This is an optimization exercise on Yosys and OpenROAD, whose aim is small area and few clock cycles per item, not a production implementation.
Where RTL was checked, it was by simulation tests only, not by an equivalence proof against the original.

==> inputs of tundra <==
Design fir_stream_filter, start of the top module:
module fir_stream_filter (
  input  logic               clk,
  input  logic               rst_n,
  input  logic               in_valid,
  output logic               in_ready,
  input  logic signed [15:0] in_data,
  output logic               out_valid,
  input  logic               out_ready,
  output logic signed [15:0] out_data,
  output logic               out_sat,
  input  logic               coef_we,
  input  logic [2:0]         coef_addr,
  input  logic signed [15:0] coef_wdata,
  input  logic               coef_swap,
  input  logic               flush
);
  logic        adv, accept;
  logic [15:0] shadow [8];
  logic [15:0] active [8];
  logic        swap_q;            
  logic [15:0] xn [7];            
  logic [6:0]  h_ok;              
  logic [15:0] ce [8];            
  logic [16:0] pp [8][8];         
  logic [7:0]  ng [8];            
  logic [34:0] row_a, row_b;
  logic        fits;
  assign adv      = !out_valid || out_ready;
  assign in_ready = adv && !flush && !swap_q;
  assign accept   = in_valid && in_ready;
  always_ff @(posedge clk) begin
    for (int k = 0; k < 8; k++) begin
      if (!rst_n || (coef_we && coef_addr == 3'(k))) shadow[k] <= rst_n ? coef_wdata : 16'd0;
      if (swap_q) active[k] <= shadow[k];
    end
  end
  always_ff @(posedge clk or negedge rst_n) begin
    if (!rst_n) swap_q <= 1'b1;
    else swap_q <= coef_swap;
  end
  always_ff @(posedge clk) begin
    if (accept) begin
      xn[0] <= ~in_data;
      for (int k = 1; k < 7; k++) xn[k] <= xn[k-1];
    end
  end
  always_ff @(posedge clk or negedge rst_n) begin
    if (!rst_n) h_ok <= '0;
    else if (flush) h_ok <= '0;
    else if (accept) h_ok <= {h_ok[5:0], 1'b1};
  end
  ...
make LEC_CHECK=0 ABC_AREA=1 CAP_MARGIN=20 CORE_MARGIN=2 CORE_UTILIZATION=55 SLEW_MARGIN=20 SYNTH_HIERARCHICAL=1 SYNTH_MINIMUM_KEEP_SIZE=0 finish   # period 7.5 ns
run.sh (not shown) runs the stock make flow with config.mk's settings and CLKGATE_MAP_FILE= SYNTH_SCRIPT=/design/flow/synth_recipe.tcl, a recipe that flattens the netlist after the stock synthesis.
==> inputs of garnet, as changes to tundra <==
--- a/flow/design.v
+++ b/flow/design.v
@@ -13,59 +13,74 @@
   input  logic signed [15:0] coef_wdata,
   input  logic               coef_swap,
   input  logic               flush
 );
   logic        adv, accept;
   logic [15:0] shadow [8];
   logic [15:0] active [8];
+  logic [7:0]  sh_ok, act_ok;     
+  logic [7:0]  sh_ok_next;
   logic        swap_q;            
-  logic [15:0] xn [7];            
-  logic [6:0]  h_ok;              
+  logic [15:0] x [8];             
+  logic [7:0]  h_ok;              
+  logic        s0_valid;          
   logic [15:0] ce [8];            
   logic [16:0] pp [8][8];         
   logic [7:0]  ng [8];            
   logic [34:0] row_a, row_b;
   logic        fits;
   assign adv      = !out_valid || out_ready;
-  assign in_ready = adv && !flush && !swap_q;
+  assign in_ready = adv && !flush;
   assign accept   = in_valid && in_ready;
+  always_comb begin
+    for (int k = 0; k < 8; k++) sh_ok_next[k] = sh_ok[k] || (coef_we && coef_addr == 3'(k));
+  end
   always_ff @(posedge clk) begin
     for (int k = 0; k < 8; k++) begin
-      if (!rst_n || (coef_we && coef_addr == 3'(k))) shadow[k] <= rst_n ? coef_wdata : 16'd0;
+      if (coef_we && coef_addr == 3'(k)) shadow[k] <= coef_wdata;
       if (swap_q) active[k] <= shadow[k];
     end
   end
   always_ff @(posedge clk or negedge rst_n) begin
-    if (!rst_n) swap_q <= 1'b1;
-    else swap_q <= coef_swap;
+    if (!rst_n) begin
+      sh_ok  <= '0;
+      act_ok <= '0;
+      swap_q <= 1'b0;
+    end else begin
+      sh_ok  <= sh_ok_next;
+      swap_q <= coef_swap;
+      if (swap_q) act_ok <= sh_ok;
+    end
   end
   always_ff @(posedge clk) begin
     if (accept) begin
-      xn[0] <= ~in_data;
-      for (int k = 1; k < 7; k++) xn[k] <= xn[k-1];
+      x[0] <= in_data;
+      for (int k = 1; k < 8; k++) x[k] <= x[k-1];
     end
   end
   always_ff @(posedge clk or negedge rst_n) begin
-    if (!rst_n) h_ok <= '0;
-    else if (flush) h_ok <= '0;
-    else if (accept) h_ok <= {h_ok[5:0], 1'b1};
+    if (!rst_n) begin
+      h_ok     <= '0;
+      s0_valid <= 1'b0;
+    end else if (flush) begin
+      h_ok     <= '0;
+      s0_valid <= 1'b0;
+    end else if (adv) begin
+      s0_valid <= accept;
+      if (accept) h_ok <= {h_ok[6:0], 1'b1};
+    end
   end
   generate
     for (genvar k = 0; k < 8; k++) begin : g_tap
       logic [16:0] cx;      
       logic [16:0] xe;      
       logic [7:0]  one, two;
-      if (k == 0) begin : g_new
-        assign ce[k] = active[k];
-        assign xe = {in_data[15], in_data};
-      end else begin : g_old
-        assign ce[k] = h_ok[k-1] ? active[k] : 16'd0;
-        assign xe = ~{xn[k-1][15], xn[k-1]};
-      end
+      assign ce[k] = (act_ok[k] && h_ok[k]) ? active[k] : 16'd0;
       assign cx = {ce[k], 1'b0};
+      assign xe = {x[k][15], x[k]};
       for (genvar j = 0; j < 8; j++) begin : g_dig
         assign ng[k][j] = cx[2*j+2];
         assign one[j] = cx[2*j+1] ^ cx[2*j];
         assign two[j] = (cx[2*j+2] ^ cx[2*j+1]) & ~one[j];
         for (genvar i = 0; i < 17; i++) begin : g_bit
           if (i == 0) begin : g_lsb
             assign pp[k][j][i] = (one[j] & xe[i]) ^ cx[2*j+2];
@@ -78,27 +93,27 @@
   endgenerate
   localparam int L = 10;
   logic [L:0]    lo_sum;
   logic [34-L:0] ra_q, rb_q, hi_sum;
   logic          cl_q;
   assign lo_sum = {1'b0, row_a[L-1:0]} + {1'b0, row_b[L-1:0]};
   always_ff @(posedge clk) begin
-    if (accept) begin
+    if (adv) begin
       ra_q <= row_a[34:L];
       rb_q <= row_b[34:L];
       cl_q <= lo_sum[L];
     end
   end
   assign fits   = (hi_sum[34-L:30-L] == 5'b00000) || (hi_sum[34-L:30-L] == 5'b11111);
   assign out_data = fits ? hi_sum[30-L:15-L] : (hi_sum[34-L] ? 16'h8000 : 16'h7fff);
   assign out_sat  = !fits;
   always_ff @(posedge clk or negedge rst_n) begin
     if (!rst_n) out_valid <= 1'b0;
     else if (flush) out_valid <= 1'b0;
-    else if (adv) out_valid <= accept;
+    else if (adv) out_valid <= s0_valid;
   end
   logic fs0, fc0, fs1, fc1, fs2, fc2, fs3, fc3, fs4, fc4, fs5, fc5, fs6, fc6, fs7, fc7, fs8, fc8, fs9, fc9, fs10, fc10, fs11, fc11, fs12, fc12, fs13, fc13, fs14, fc14, fs15, fc15, fs16, fc16, fs17, fc17, fs18, fc18, fs19, fc19, fs20, fc20, fs21, fc21, fs22, fc22, fs23, fc23, fs24, fc24, fs25, fc25, fs26, fc26, fs27, fc27, fs28, fc28, fs29, fc29, fs30, fc30, fs31, fc31, fs32, fc32, fs33, fc33, fs34, fc34, fs35, fc35, fs36, fc36, fs37, fc37, fs38, fc38, fs39, fc39, fs40, fc40, fs41, fc41, fs42, fc42, fs43, fc43, fs44, fc44, fs45, fc45, fs46, fc46, fs47, fc47, fs48, fc48, fs49, fc49, fs50, fc50, fs51, fc51, fs52, fc52, fs53, fc53, fs54, fc54, fs55, fc55, fs56, fc56, fs57, fc57, fs58, fc58, fs59, fc59, fs60, fc60, fs61, fc61, fs62, fc62, fs63, fc63, fs64, fc64, fs65, fc65, fs66, fc66, fs67, fc67, fs68, fc68, fs69, fc69, fs70, fc70, fs71, fc71, fs72, fc72, fs73, fc73, fs74, fc74, fs75, fc75, fs76, fc76, fs77, fc77, fs78, fc78, fs79, fc79, fs80, fc80, fs81, fc81, fs82, fc82, fs83, fc83, fs84, fc84, fs85, fc85, fs86, fc86, fs87, fc87, fs88, fc88, fs89, fc89, fs90, fc90, fs91, fc91, fs92, fc92, fs93, fc93, fs94, fc94, fs95, fc95, fs96, fc96, fs97, fc97, fs98, fc98, fs99, fc99, fs100, fc100, fs101, fc101, fs102, fc102, fs103, fc103, fs104, fc104, fs105, fc105, fs106, fc106, fs107, fc107, fs108, fc108, fs109, fc109, fs110, fc110, fs111, fc111, fs112, fc112, fs113, fc113, fs114, fc114, fs115, fc115, fs116, fc116, fs117, fc117, fs118, fc118, fs119, fc119, fs120, fc120, fs121, fc121, fs122, fc122, fs123, fc123, fs124, fc124, fs125, fc125, fs126, fc126, fs127, fc127, fs128, fc128, fs129, fc129, fs130, fc130, fs131, fc131, fs132, fc132, fs133, fc133, fs134, fc134, fs135, fc135, fs136, fc136, fs137, fc137, fs138, fc138, fs139, fc139, fs140, fc140, fs141, fc141, fs142, fc142, fs143, fc143, fs144, fc144, fs145, fc145, fs146, fc146, fs147, fc147, fs148, fc148, fs149, fc149, fs150, fc150, fs151, fc151, fs152, fc152, fs153, fc153, fs154, fc154, fs155, fc155, fs156, fc156, fs157, fc157, fs158, fc158, fs159, fc159, fs160, fc160, fs161, fc161, fs162, fc162, fs163, fc163, fs164, fc164, fs165, fc165, fs166, fc166, fs167, fc167, fs168, fc168, fs169, fc169, fs170, fc170, fs171, fc171, fs172, fc172, fs173, fc173, fs174, fc174, fs175, fc175, fs176, fc176, fs177, fc177, fs178, fc178, fs179, fc179, fs180, fc180, fs181, fc181, fs182, fc182, fs183, fc183, fs184, fc184, fs185, fc185, fs186, fc186, fs187, fc187, fs188, fc188, fs189, fc189, fs190, fc190, fs191, fc191, fs192, fc192, fs193, fc193, fs194, fc194, fs195, fc195, fs196, fc196, fs197, fc197, fs198, fc198, fs199, fc199, fs200, fc200, fs201, fc201, fs202, fc202, fs203, fc203, fs204, fc204, fs205, fc205, fs206, fc206, fs207, fc207, fs208, fc208, fs209, fc209, fs210, fc210, fs211, fc211, fs212, fc212, fs213, fc213, fs214, fc214, fs215, fc215, fs216, fc216, fs217, fc217, fs218, fc218, fs219, fc219, fs220, fc220, fs221, fc221, fs222, fc222, fs223, fc223, fs224, fc224, fs225, fc225, fs226, fc226, fs227, fc227, fs228, fc228, fs229, fc229, fs230, fc230, fs231, fc231, fs232, fc232, fs233, fc233, fs234, fc234, fs235, fc235, fs236, fc236, fs237, fc237, fs238, fc238, fs239, fc239, fs240, fc240, fs241, fc241, fs242, fc242, fs243, fc243, fs244, fc244, fs245, fc245, fs246, fc246, fs247, fc247, fs248, fc248, fs249, fc249, fs250, fc250, fs251, fc251, fs252, fc252, fs253, fc253, fs254, fc254, fs255, fc255, fs256, fc256, fs257, fc257, fs258, fc258, fs259, fc259, fs260, fc260, fs261, fc261, fs262, fc262, fs263, fc263, fs264, fc264, fs265, fc265, fs266, fc266, fs267, fc267, fs268, fc268, fs269, fc269, fs270, fc270, fs271, fc271, fs272, fc272, fs273, fc273, fs274, fc274, fs275, fc275, fs276, fc276, fs277, fc277, fs278, fc278, fs279, fc279, fs280, fc280, fs281, fc281, fs282, fc282, fs283, fc283, fs284, fc284, fs285, fc285, fs286, fc286, fs287, fc287, fs288, fc288, fs289, fc289, fs290, fc290, fs291, fc291, fs292, fc292, fs293, fc293, fs294, fc294, fs295, fc295, fs296, fc296, fs297, fc297, fs298, fc298, fs299, fc299, fs300, fc300, fs301, fc301, fs302, fc302, fs303, fc303, fs304, fc304, fs305, fc305, fs306, fc306, fs307, fc307, fs308, fc308, fs309, fc309, fs310, fc310, fs311, fc311, fs312, fc312, fs313, fc313, fs314, fc314, fs315, fc315, fs316, fc316, fs317, fc317, fs318, fc318, fs319, fc319, fs320, fc320, fs321, fc321, fs322, fc322, fs323, fc323, fs324, fc324, fs325, fc325, fs326, fc326, fs327, fc327, fs328, fc328, fs329, fc329, fs330, fc330, fs331, fc331, fs332, fc332, fs333, fc333, fs334, fc334, fs335, fc335, fs336, fc336, fs337, fc337, fs338, fc338, fs339, fc339, fs340, fc340, fs341, fc341, fs342, fc342, fs343, fc343, fs344, fc344, fs345, fc345, fs346, fc346, fs347, fc347, fs348, fc348, fs349, fc349, fs350, fc350, fs351, fc351, fs352, fc352, fs353, fc353, fs354, fc354, fs355, fc355, fs356, fc356, fs357, fc357, fs358, fc358, fs359, fc359, fs360, fc360, fs361, fc361, fs362, fc362, fs363, fc363, fs364, fc364, fs365, fc365, fs366, fc366, fs367, fc367, fs368, fc368, fs369, fc369, fs370, fc370, fs371, fc371, fs372, fc372, fs373, fc373, fs374, fc374, fs375, fc375, fs376, fc376, fs377, fc377, fs378, fc378, fs379, fc379, fs380, fc380, fs381, fc381, fs382, fc382, fs383, fc383, fs384, fc384, fs385, fc385, fs386, fc386, fs387, fc387, fs388, fc388, fs389, fc389, fs390, fc390, fs391, fc391, fs392, fc392, fs393, fc393, fs394, fc394, fs395, fc395, fs396, fc396, fs397, fc397, fs398, fc398, fs399, fc399, fs400, fc400, fs401, fc401, fs402, fc402, fs403, fc403, fs404, fc404, fs405, fc405, fs406, fc406, fs407, fc407, fs408, fc408, fs409, fc409, fs410, fc410, fs411, fc411, fs412, fc412, fs413, fc413, fs414, fc414, fs415, fc415, fs416, fc416, fs417, fc417, fs418, fc418, fs419, fc419, fs420, fc420, fs421, fc421, fs422, fc422, fs423, fc423, fs424, fc424, fs425, fc425, fs426, fc426, fs427, fc427, fs428, fc428, fs429, fc429, fs430, fc430, fs431, fc431, fs432, fc432, fs433, fc433, fs434, fc434, fs435, fc435, fs436, fc436, fs437, fc437, fs438, fc438, fs439, fc439, fs440, fc440, fs441, fc441, fs442, fc442, fs443, fc443, fs444, fc444, fs445, fc445, fs446, fc446, fs447, fc447, fs448, fc448, fs449, fc449, fs450, fc450, fs451, fc451, fs452, fc452, fs453, fc453, fs454, fc454, fs455, fc455, fs456, fc456, fs457, fc457, fs458, fc458, fs459, fc459, fs460, fc460, fs461, fc461, fs462, fc462, fs463, fc463, fs464, fc464, fs465, fc465, fs466, fc466, fs467, fc467, fs468, fc468, fs469, fc469, fs470, fc470, fs471, fc471, fs472, fc472, fs473, fc473, fs474, fc474, fs475, fc475, fs476, fc476, fs477, fc477, fs478, fc478, fs479, fc479, fs480, fc480, fs481, fc481, fs482, fc482, fs483, fc483, fs484, fc484, fs485, fc485, fs486, fc486, fs487, fc487, fs488, fc488, fs489, fc489, fs490, fc490, fs491, fc491, fs492, fc492, fs493, fc493, fs494, fc494, fs495, fc495, fs496, fc496, fs497, fc497, fs498, fc498, fs499, fc499, fs500, fc500, fs501, fc501, fs502, fc502, fs503, fc503, fs504, fc504, fs505, fc505, fs506, fc506, fs507, fc507, fs508, fc508, fs509, fc509, fs510, fc510, fs511, fc511, fs512, fc512, fs513, fc513, fs514, fc514, fs515, fc515, fs516, fc516, fs517, fc517, fs518, fc518, fs519, fc519, fs520, fc520, fs521, fc521, fs522, fc522, fs523, fc523, fs524, fc524, fs525, fc525, fs526, fc526, fs527, fc527, fs528, fc528, fs529, fc529, fs530, fc530, fs531, fc531, fs532, fc532, fs533, fc533, fs534, fc534, fs535, fc535, fs536, fc536, fs537, fc537, fs538, fc538, fs539, fc539, fs540, fc540, fs541, fc541, fs542, fc542, fs543, fc543, fs544, fc544, fs545, fc545, fs546, fc546, fs547, fc547, fs548, fc548, fs549, fc549, fs550, fc550, fs551, fc551, fs552, fc552, fs553, fc553, fs554, fc554, fs555, fc555, fs556, fc556, fs557, fc557, fs558, fc558, fs559, fc559, fs560, fc560, fs561, fc561, fs562, fc562, fs563, fc563, fs564, fc564, fs565, fc565, fs566, fc566, fs567, fc567, fs568, fc568, fs569, fc569, fs570, fc570, fs571, fc571, fs572, fc572, fs573, fc573, fs574, fc574, fs575, fc575, fs576, fc576, fs577, fc577, fs578, fc578, fs579, fc579, fs580, fc580, fs581, fc581, fs582, fc582, fs583, fc583, fs584, fc584, fs585, fc585, fs586, fc586, fs587, fc587, fs588, fc588, fs589, fc589, fs590, fc590, fs591, fc591, fs592, fc592, fs593, fc593, fs594, fc594, fs595, fc595, fs596, fc596, fs597, fc597, fs598, fc598, fs599, fc599, fs600, fc600, fs601, fc601, fs602, fc602, fs603, fc603, fs604, fc604, fs605, fc605, fs606, fc606, fs607, fc607, fs608, fc608, fs609, fc609, fs610, fc610, fs611, fc611, fs612, fc612, fs613, fc613, fs614, fc614, fs615, fc615, fs616, fc616, fs617, fc617, fs618, fc618, fs619, fc619, fs620, fc620, fs621, fc621, fs622, fc622, fs623, fc623, fs624, fc624, fs625, fc625, fs626, fc626, fs627, fc627, fs628, fc628, fs629, fc629, fs630, fc630, fs631, fc631, fs632, fc632, fs633, fc633, fs634, fc634, fs635, fc635, fs636, fc636, fs637, fc637, fs638, fc638, fs639, fc639, fs640, fc640, fs641, fc641, fs642, fc642, fs643, fc643, fs644, fc644, fs645, fc645, fs646, fc646, fs647, fc647, fs648, fc648, fs649, fc649, fs650, fc650, fs651, fc651, fs652, fc652, fs653, fc653, fs654, fc654, fs655, fc655, fs656, fc656, fs657, fc657, fs658, fc658, fs659, fc659, fs660, fc660, fs661, fc661, fs662, fc662, fs663, fc663, fs664, fc664, fs665, fc665, fs666, fc666, fs667, fc667, fs668, fc668, fs669, fc669, fs670, fc670, fs671, fc671, fs672, fc672, fs673, fc673, fs674, fc674, fs675, fc675, fs676, fc676, fs677, fc677, fs678, fc678, fs679, fc679, fs680, fc680, fs681, fc681, fs682, fc682, fs683, fc683, fs684, fc684, fs685, fc685, fs686, fc686, fs687, fc687, fs688, fc688, fs689, fc689, fs690, fc690, fs691, fc691, fs692, fc692, fs693, fc693, fs694, fc694, fs695, fc695, fs696, fc696, fs697, fc697, fs698, fc698, fs699, fc699, fs700, fc700, fs701, fc701, fs702, fc702, fs703, fc703, fs704, fc704, fs705, fc705, fs706, fc706, fs707, fc707, fs708, fc708, fs709, fc709, fs710, fc710, fs711, fc711, fs712, fc712, fs713, fc713, fs714, fc714, fs715, fc715, fs716, fc716, fs717, fc717, fs718, fc718, fs719, fc719, fs720, fc720, fs721, fc721, fs722, fc722, fs723, fc723, fs724, fc724, fs725, fc725, fs726, fc726, fs727, fc727, fs728, fc728, fs729, fc729, fs730, fc730, fs731, fc731, fs732, fc732, fs733, fc733, fs734, fc734, fs735, fc735, fs736, fc736, fs737, fc737, fs738, fc738, fs739, fc739, fs740, fc740, fs741, fc741, fs742, fc742, fs743, fc743, fs744, fc744, fs745, fc745, fs746, fc746, fs747, fc747, fs748, fc748, fs749, fc749, fs750, fc750, fs751, fc751, fs752, fc752, fs753, fc753, fs754, fc754, fs755, fc755, fs756, fc756, fs757, fc757, fs758, fc758, fs759, fc759, fs760, fc760, fs761, fc761, fs762, fc762, fs763, fc763, fs764, fc764, fs765, fc765, fs766, fc766, fs767, fc767, fs768, fc768, fs769, fc769, fs770, fc770, fs771, fc771, fs772, fc772, fs773, fc773, fs774, fc774, fs775, fc775, fs776, fc776, fs777, fc777, fs778, fc778, fs779, fc779, fs780, fc780, fs781, fc781, fs782, fc782, fs783, fc783, fs784, fc784, fs785, fc785, fs786, fc786, fs787, fc787, fs788, fc788, fs789, fc789, fs790, fc790, fs791, fc791, fs792, fc792, fs793, fc793, fs794, fc794, fs795, fc795, fs796, fc796, fs797, fc797, fs798, fc798, fs799, fc799, fs800, fc800, fs801, fc801, fs802, fc802, fs803, fc803, fs804, fc804, fs805, fc805, fs806, fc806, fs807, fc807, fs808, fc808, fs809, fc809, fs810, fc810, fs811, fc811, fs812, fc812, fs813, fc813, fs814, fc814, fs815, fc815, fs816, fc816, fs817, fc817, fs818, fc818, fs819, fc819, fs820, fc820, fs821, fc821, fs822, fc822, fs823, fc823, fs824, fc824, fs825, fc825, fs826, fc826, fs827, fc827, fs828, fc828, fs829, fc829, fs830, fc830, fs831, fc831, fs832, fc832, fs833, fc833, fs834, fc834, fs835, fc835, fs836, fc836, fs837, fc837, fs838, fc838, fs839, fc839, fs840, fc840, fs841, fc841, fs842, fc842, fs843, fc843, fs844, fc844, fs845, fc845, fs846, fc846, fs847, fc847, fs848, fc848, fs849, fc849, fs850, fc850, fs851, fc851, fs852, fc852, fs853, fc853, fs854, fc854, fs855, fc855, fs856, fc856, fs857, fc857, fs858, fc858, fs859, fc859, fs860, fc860, fs861, fc861, fs862, fc862, fs863, fc863, fs864, fc864, fs865, fc865, fs866, fc866, fs867, fc867, fs868, fc868, fs869, fc869, fs870, fc870, fs871, fc871, fs872, fc872, fs873, fc873, fs874, fc874, fs875, fc875, fs876, fc876, fs877, fc877, fs878, fc878, fs879, fc879, fs880, fc880, fs881, fc881, fs882, fc882, fs883, fc883, fs884, fc884, fs885, fc885, fs886, fc886, fs887, fc887, fs888, fc888, fs889, fc889, fs890, fc890, fs891, fc891, fs892, fc892, fs893, fc893, fs894, fc894, fs895, fc895, fs896, fc896, fs897, fc897, fs898, fc898, fs899, fc899, fs900, fc900, fs901, fc901, fs902, fc902, fs903, fc903, fs904, fc904, fs905, fc905, fs906, fc906, fs907, fc907, fs908, fc908, fs909, fc909, fs910, fc910, fs911, fc911, fs912, fc912, fs913, fc913, fs914, fc914, fs915, fc915, fs916, fc916, fs917, fc917, fs918, fc918, fs919, fc919, fs920, fc920, fs921, fc921, fs922, fc922, fs923, fc923, fs924, fc924, fs925, fc925, fs926, fc926, fs927, fc927, fs928, fc928, fs929, fc929, fs930, fc930, fs931, fc931, fs932, fc932, fs933, fc933, fs934, fc934, fs935, fc935, fs936, fc936, fs937, fc937, fs938, fc938, fs939, fc939, fs940, fc940, fs941, fc941, fs942, fc942, fs943, fc943, fs944, fc944, fs945, fc945, fs946, fc946, fs947, fc947, fs948, fc948, fs949, fc949, fs950, fc950, fs951, fc951, fs952, fc952, fs953, fc953, fs954, fc954, fs955, fc955, fs956, fc956, fs957, fc957, fs958, fc958, fs959, fc959, fs960, fc960, fs961, fc961, fs962, fc962, fs963, fc963, fs964, fc964, fs965, fc965, fs966, fc966, fs967, fc967, fs968, fc968, fs969, fc969, fs970, fc970, fs971, fc971, fs972, fc972, fs973, fc973, fs974, fc974, fs975, fc975, fs976, fc976, fs977, fc977, fs978, fc978, fs979, fc979, fs980, fc980, fs981, fc981, fs982, fc982, fs983, fc983, fs984, fc984, fs985, fc985, fs986, fc986, fs987, fc987, fs988, fc988, fs989, fc989, fs990, fc990, fs991, fc991, fs992, fc992, fs993, fc993, fs994, fc994, fs995, fc995, fs996, fc996, fs997, fc997, fs998, fc998, fs999, fc999, fs1000, fc1000, fs1001, fc1001, fs1002, fc1002, fs1003, fc1003, fs1004, fc1004, fs1005, fc1005, fs1006, fc1006, fs1007, fc1007, fs1008, fc1008, fs1009, fc1009, fs1010, fc1010, fs1011, fc1011, fs1012, fc1012, fs1013, fc1013, fs1014, fc1014, fs1015, fc1015, fs1016, fc1016, fs1017, fc1017, fs1018, fc1018, fs1019, fc1019, fs1020, fc1020, fs1021, fc1021, fs1022, fc1022, fs1023, fc1023, fs1024, fc1024, fs1025, fc1025, fs1026, fc1026, fs1027, fc1027, fs1028, fc1028, fs1029, fc1029, fs1030, fc1030, fs1031, fc1031, fs1032, fc1032, fs1033, fc1033, fs1034, fc1034, fs1035, fc1035, fs1036, fc1036, fs1037, fc1037, fs1038, fc1038, fs1039, fc1039, fs1040, fc1040, fs1041, fc1041, fs1042, fc1042, fs1043, fc1043, fs1044, fc1044, fs1045, fc1045, fs1046, fc1046, fs1047, fc1047, fs1048, fc1048, fs1049, fc1049, fs1050, fc1050, fs1051, fc1051, fs1052, fc1052, fs1053, fc1053, fs1054, fc1054, fs1055, fc1055, fs1056, fc1056, fs1057, fc1057, fs1058, fc1058, fs1059, fc1059, fs1060, fc1060, fs1061, fc1061, fs1062, fc1062, fs1063, fc1063, fs1064, fc1064, fs1065, fc1065, fs1066, fc1066, fs1067, fc1067, fs1068, fc1068, fs1069, fc1069, fs1070, fc1070, fs1071, fc1071, fs1072, fc1072, fs1073, fc1073, fs1074, fc1074, fs1075, fc1075, fs1076, fc1076, fs1077, fc1077, fs1078, fc1078, fs1079, fc1079, fs1080, fc1080, fs1081, fc1081, fs1082, fc1082, fs1083, fc1083, fs1084, fc1084, fs1085, fc1085, fs1086, fc1086, fs1087, fc1087, fs1088, fc1088, fs1089, fc1089, fs1090, fc1090, fs1091, fc1091, fs1092, fc1092, fs1093, fc1093, fs1094, fc1094, fs1095, fc1095, fs1096, fc1096, fs1097, fc1097, fs1098, fc1098, fs1099, fc1099, fs1100, fc1100, fs1101, fc1101, fs1102, fc1102, fs1103, fc1103, fs1104, fc1104, fs1105, fc1105, fs1106, fc1106, fs1107, fc1107, fs1108, fc1108, fs1109, fc1109, fs1110, fc1110, fs1111, fc1111, fs1112, fc1112, fs1113, fc1113, fs1114, fc1114, fs1115, fc1115, fs1116, fc1116, fs1117, fc1117, fs1118, fc1118, fs1119, fc1119, fs1120, fc1120, fs1121, fc1121, fs1122, fc1122, fs1123, fc1123;
   fir_ha u_ha0 (.a(ng[0][6]), .b(ng[1][6]), .s(fs0), .co(fc0));
   fir_fa u_fa1 (.a(1'b1), .b(ng[0][7]), .c(ng[1][7]), .s(fs1), .co(fc1));
   fir_fa u_fa2 (.a(ng[2][7]), .b(ng[3][7]), .c(ng[4][7]), .s(fs2), .co(fc2));
   fir_fa u_fa3 (.a(ng[5][7]), .b(ng[6][7]), .c(ng[7][7]), .s(fs3), .co(fc3));
   fir_fa u_fa4 (.a(pp[0][0][14]), .b(pp[0][1][12]), .c(pp[0][2][10]), .s(fs4), .co(fc4));
==> results_dict.tcl <==
set metrics [dict create \
    gr-usage-met3 0.0860 \
    p_per_area_nw_per_um2 407 \
    p_leak_nw 30.9 \
    dr.pass1.iters 8 \
    synth_compound_area_frac 0.127 \
    cp_cell_sequence "nand2_1 -> nand2_1 -> a22o_1 -> o22ai_1 -> xor2_1 -> ha_1 -> fa_1 -> fa_1 -> fa_1 -> fa_1 -> fa_1 -> fa_1 -> fa_1 -> ha_1 -> nand2_1 -> nor2_1 -> nand3_1 -> o2111ai_1" \
    status "timing/DRC/antenna clean" \
    tightest_slew_ns 1.17 \
    buf_share 0.0471 \
    r2r_cells 18 \
    grt_pass1_vias 43100 \
]
That was tundra.
==> results_dict.tcl <==
set metrics [dict create \
    r2r_cells 15 \
    status "timing/DRC/antenna clean" \
    p_per_area_nw_per_um2 321 \
    p_leak_nw 32.3 \
    cp_cell_sequence "nand2_2 -> nor2_2 -> inv_1 -> a31oi_2 -> a21oi_1 -> xor2_1 -> fa_1 -> fa_1 -> fa_1 -> fa_1 -> fa_1 -> fa_1 -> fa_1 -> fa_1 -> fa_1" \
    buf_share 0.0367 \
    dr.pass1.iters 6 \
    gr-usage-met3 0.0885 \
    grt_pass1_vias 43900 \
]
That was garnet.
Testbench counts of garnet, summed over its fixed seeds: cycles 8,256, items 8,192.
Function not checked in tundra: the RTL went through the layout flow alone.

separate check: timing with driven ports:
The results above use ideal ports. As a check the final layouts listed here were re-extracted and re-timed, cells and wires unchanged. Step 1 assumes that a clkbuf_16 drives the clock port and a buf_2 every other input. Step 2, shift: input delay + t, output delay - t, t = (earliest + latest rising clock arrival at the registers) / 2. This alone moves slack from input paths to output paths. Three values: ideal ports, drivers, drivers and shift; two values: the first two.
run | shift t [ns] | slack for setup (ns) | hold WS [ns]
tundra | 0.744 | 0.501 / 0.501 / -0.073 | 0.404 / 0.404 / 0.404
garnet | 0.786 | 0.332 / 0.332 / 0.332 | 0.397 / 0.397 / 0.397
With both steps, setup timing fails in tundra, where it was met with ideal ports. The setup slack of tundra, which loses most, moves by 0.000 ns with the drivers and by -0.574 ns with both steps.
